Source: an optimization exercise on an open RTL-to-GDS flow (aim: small area and a short achievable clock period). Production flows keep margins and buffers that such runs may drop.
In this exercise RTL edits were held to simulation tests only and were not proved equivalent to the original.
Power and IR drop assume default switching activity.

## old
// cray_core_top
module cray_core_top
(
   input  wire          clk,
   input  wire          rst,
   input  wire  [15:0]  i_nip_nxt,
   input  wire  [63:0]  i_word_nxt,
   input  wire          i_nip_vld,
   output logic [23:0]  o_p_addr,
   output logic         o_clear_ibufs,
   output logic         o_mem_ce,
   output logic [63:0]  o_data_to_mem,
   output logic         o_mem_wr_en
);
   logic s_exec, s_clr, s_fetch, s_wait, s_store, s_load, s_done;
   logic clr_q;
   logic [3:0]  cnt;
   logic [3:0]  cnt_nxt;
   logic        last;
   logic        ctx_rst;
   logic        ctx_rst_nxt;
   logic [7:0]  active_xa;
   logic [7:0]  xa;
   logic [6:0]  vl;
   logic [17:0] base_addr;
   logic [17:0] limit_addr;
   logic [23:0] p_addr;
   logic [23:0] a_rf [8];
   logic [15:0] nip;
   logic        nip_vld;
   logic [2:0]  cls;
   logic [2:0]  ci, cj, ck;
   logic [23:0] op_a, op_b;
   localparam logic [2:0] C_NOP   = 3'b000;
   localparam logic [2:0] C_EXCH  = 3'b001;
   localparam logic [2:0] C_SETVL = 3'b010;
   localparam logic [2:0] C_IMM22 = 3'b100;
   localparam logic [2:0] C_IMM6  = 3'b101;
   localparam logic [2:0] C_ADD   = 3'b110;
   localparam logic [2:0] C_SUB   = 3'b111;
   logic [2:0]  nip_cls;
   logic        exch_req, shift, two_parcel_nip;
  ...
Size in the first run: ~2100 cells after synthesis, roughly 19000 um2 of cells after synthesis.
==> flow/config.mk <==
export PLATFORM = sky130hd
export DESIGN_NAME = cray_core_top
export DESIGN_NICKNAME = cray_core_top
export VERILOG_FILES = /design/flow/design.v
export SDC_FILE = /design/flow/constraint.sdc
export NUM_CORES = 4
export LEC_CHECK = 0
export ABC_AREA = 1
export CAP_MARGIN = 20
export CORE_MARGIN = 2
export CORE_UTILIZATION = 55
export CTS_CLUSTER_DIAMETER = 80
export CTS_CLUSTER_SIZE = 30
export SETUP_SLACK_MARGIN = 2.9
export SLEW_MARGIN = 20
==> flow/constraint.sdc <==
create_clock -name core_clock -period 6.0 [get_ports {clk}]
set_input_delay 1.2000 -clock core_clock [delete_from_list [all_inputs] [get_ports {clk}]]
set_output_delay 1.2000 -clock core_clock [all_outputs]
set_load 0.01 [all_outputs]
standard.sh (not shown) runs the stock make flow with config.mk's settings and CLKGATE_MAP_FILE= SYNTH_SCRIPT=/design/flow/synth_recipe.tcl, a recipe that flattens the netlist after the stock synthesis.
==> flow/flow/run.sh <==
#!/bin/bash
# Standard ORFS layout (the standard.sh, standard synthesis unchanged),
# except that buffer_ports puts plain buf_2 buffers on the I/O ports instead
# of the delay buffers it picks by default.
# Full make output goes to make.log; ORFS keeps each step's log in orfs/logs.
set -euo pipefail
export BUFFER_PORTS_ARGS="-buffer_cell sky130_fd_sc_hd__buf_2"
bash standard.sh > make.log 2>&1
Setup changes, old to new
--- a/flow/design.v
+++ b/flow/design.v
@@ -130,17 +130,17 @@
    end
    logic [2:0]  rj;
    logic [23:0] rd_j, rd_k;
    logic        fwd_j, fwd_k, zero_j, zero_k;
    assign rj     = s_exec ? nip[5:3] : cnt_nxt[2:0];
    assign rd_j   = a_rf[rj];
    assign rd_k   = a_rf[nip[2:0]];
-   assign zero_j = s_exec ? (nip[5:3] == 3'd0) : (cnt_nxt[3] || ctx_rst);
+   assign zero_j = s_exec && (nip[5:3] == 3'd0);    
    assign zero_k = (nip[2:0] == 3'd0);
-   assign fwd_j  = s_exec && cls[2] && (ci == nip[5:3]) && (nip[5:3] != 3'd0);
+   assign fwd_j  = s_exec && cls[2] && (ci == nip[5:3]) && !zero_j;
    assign fwd_k  = cls[2] && (ci == nip[2:0]) && !zero_k;
    always_ff @(posedge clk)
    begin
       if (shift || s_wait || s_store)
          op_a <= fwd_j ? result : zero_j ? 24'd0 : rd_j;
       if (shift)
          op_b <= fwd_k ? result : zero_k ? 24'd0 : rd_k;
@@ -200,17 +200,18 @@
       if (s_load && cnt == 4'd2) limit_addr <= i_word_nxt[45:28];
       if (s_load && cnt == 4'd3) xa         <= i_word_nxt[47:40];
       if (s_load && cnt == 4'd3)
          vl <= i_word_nxt[39:33];
       else if (set_vl)
          vl <= (ck == 3'd0) ? 7'd1 : op_b[6:0];    
    end
-   logic sel_p, sel_b, sel_l, sel_l1, sel_x, sel_v, sel_v1;
-   always_ff @(posedge clk)
-   begin
+   logic sel_a, sel_p, sel_b, sel_l, sel_l1, sel_x, sel_v, sel_v1;
+   always_ff @(posedge clk)
+   begin
+      sel_a  <= !cnt_nxt[3] && !ctx_rst_nxt;
       sel_p  <= (cnt_nxt == 4'd0) && !ctx_rst_nxt;
       sel_b  <= (cnt_nxt == 4'd1) && !ctx_rst_nxt;
       sel_l  <= (cnt_nxt == 4'd2) && !ctx_rst_nxt;
       sel_l1 <= (cnt_nxt == 4'd2) &&  ctx_rst_nxt;
       sel_x  <= (cnt_nxt == 4'd3);
       sel_v  <= (cnt_nxt == 4'd3) && !ctx_rst_nxt;
       sel_v1 <= (cnt_nxt == 4'd3) &&  ctx_rst_nxt;
@@ -223,10 +224,10 @@
                 | ({24{sel_x}} & {active_xa, 16'd0})
                 | ({24{sel_v}} & {8'd0, vl, 9'd0})
                 | ({24{sel_v1}} & {8'd0, cray_pkg::VL_RESET, 9'd0});
    assign o_p_addr      = s_exec ? p_addr : {10'd0, active_xa, cnt, 2'b00};
    assign o_clear_ibufs = clr_q;
    assign o_mem_ce      = s_store;
    assign o_mem_wr_en   = s_store;
-   assign o_data_to_mem = {16'd0, st_hi, op_a};
+   assign o_data_to_mem = {16'd0, st_hi, op_a & {24{sel_a}}};
 endmodule
 `default_nettype wire
==> comparison <==
new finished every stage and its layout cleared the timing, DRC and antenna checks. Delta (new minus old): met1 track demand over resource decreased 0.24 points; growth of design area from synthesis to finish increased 0.62 points; total clock sinks essentially unchanged; maximum clock rate decreased 3.7%. Looking at post-placement cell count, new sits 77 higher than old does. Die area grows slightly when moving from old to new. Going from old to new, multi-input combinational cell count grows by 2.0%. Per the comparison of new with old, total power consumption of the routed design higher; fraction of area in non-clock buffers roughly the same; register-to-register slack lower; transition time at the pin with the least slew margin lower. Summary of new over old: area of the mapped netlist grew by 310 um2, core footprint grew by 2.2%, reported sequential group power held steady.

==> port drivers added, routing unchanged <==
No port has a modelled driver above. Below, the same layouts with a new extraction and two added sets of constraints.
Step 1 (the two cells are an assumption about what drives the block):
set clk [get_ports {clk}]
set_driving_cell -lib_cell sky130_fd_sc_hd__clkbuf_16 $clk
set_driving_cell -lib_cell sky130_fd_sc_hd__buf_2 [delete_from_list [all_inputs] $clk]
Step 2 moves the port delays by t, midway between the first and last clock arrival at a register: inputs arrive t later, outputs are due t later. That takes back most of the time a late clock gives input paths.
Slacks: no drivers / after step 1 / after step 2; pairs: no drivers / after step 1.
run | t, ns | setup WS [ns] | hold slack, ns | worst setup path at the end | worst slew at a driven data input, ns
old | 0.593 | 2.987 / 2.987 / 2.831 | 0.462 / 0.462 / 0.462 | input to register | 0.06
new | 0.627 | 2.869 / 2.869 / 2.611 | 0.454 / 0.454 / 0.454 | input to register | 0.07
After both steps setup and hold are still met in every run listed. For new, which loses most, drivers alone change the setup slack by 0.000 ns; drivers and shift together by -0.258 ns.
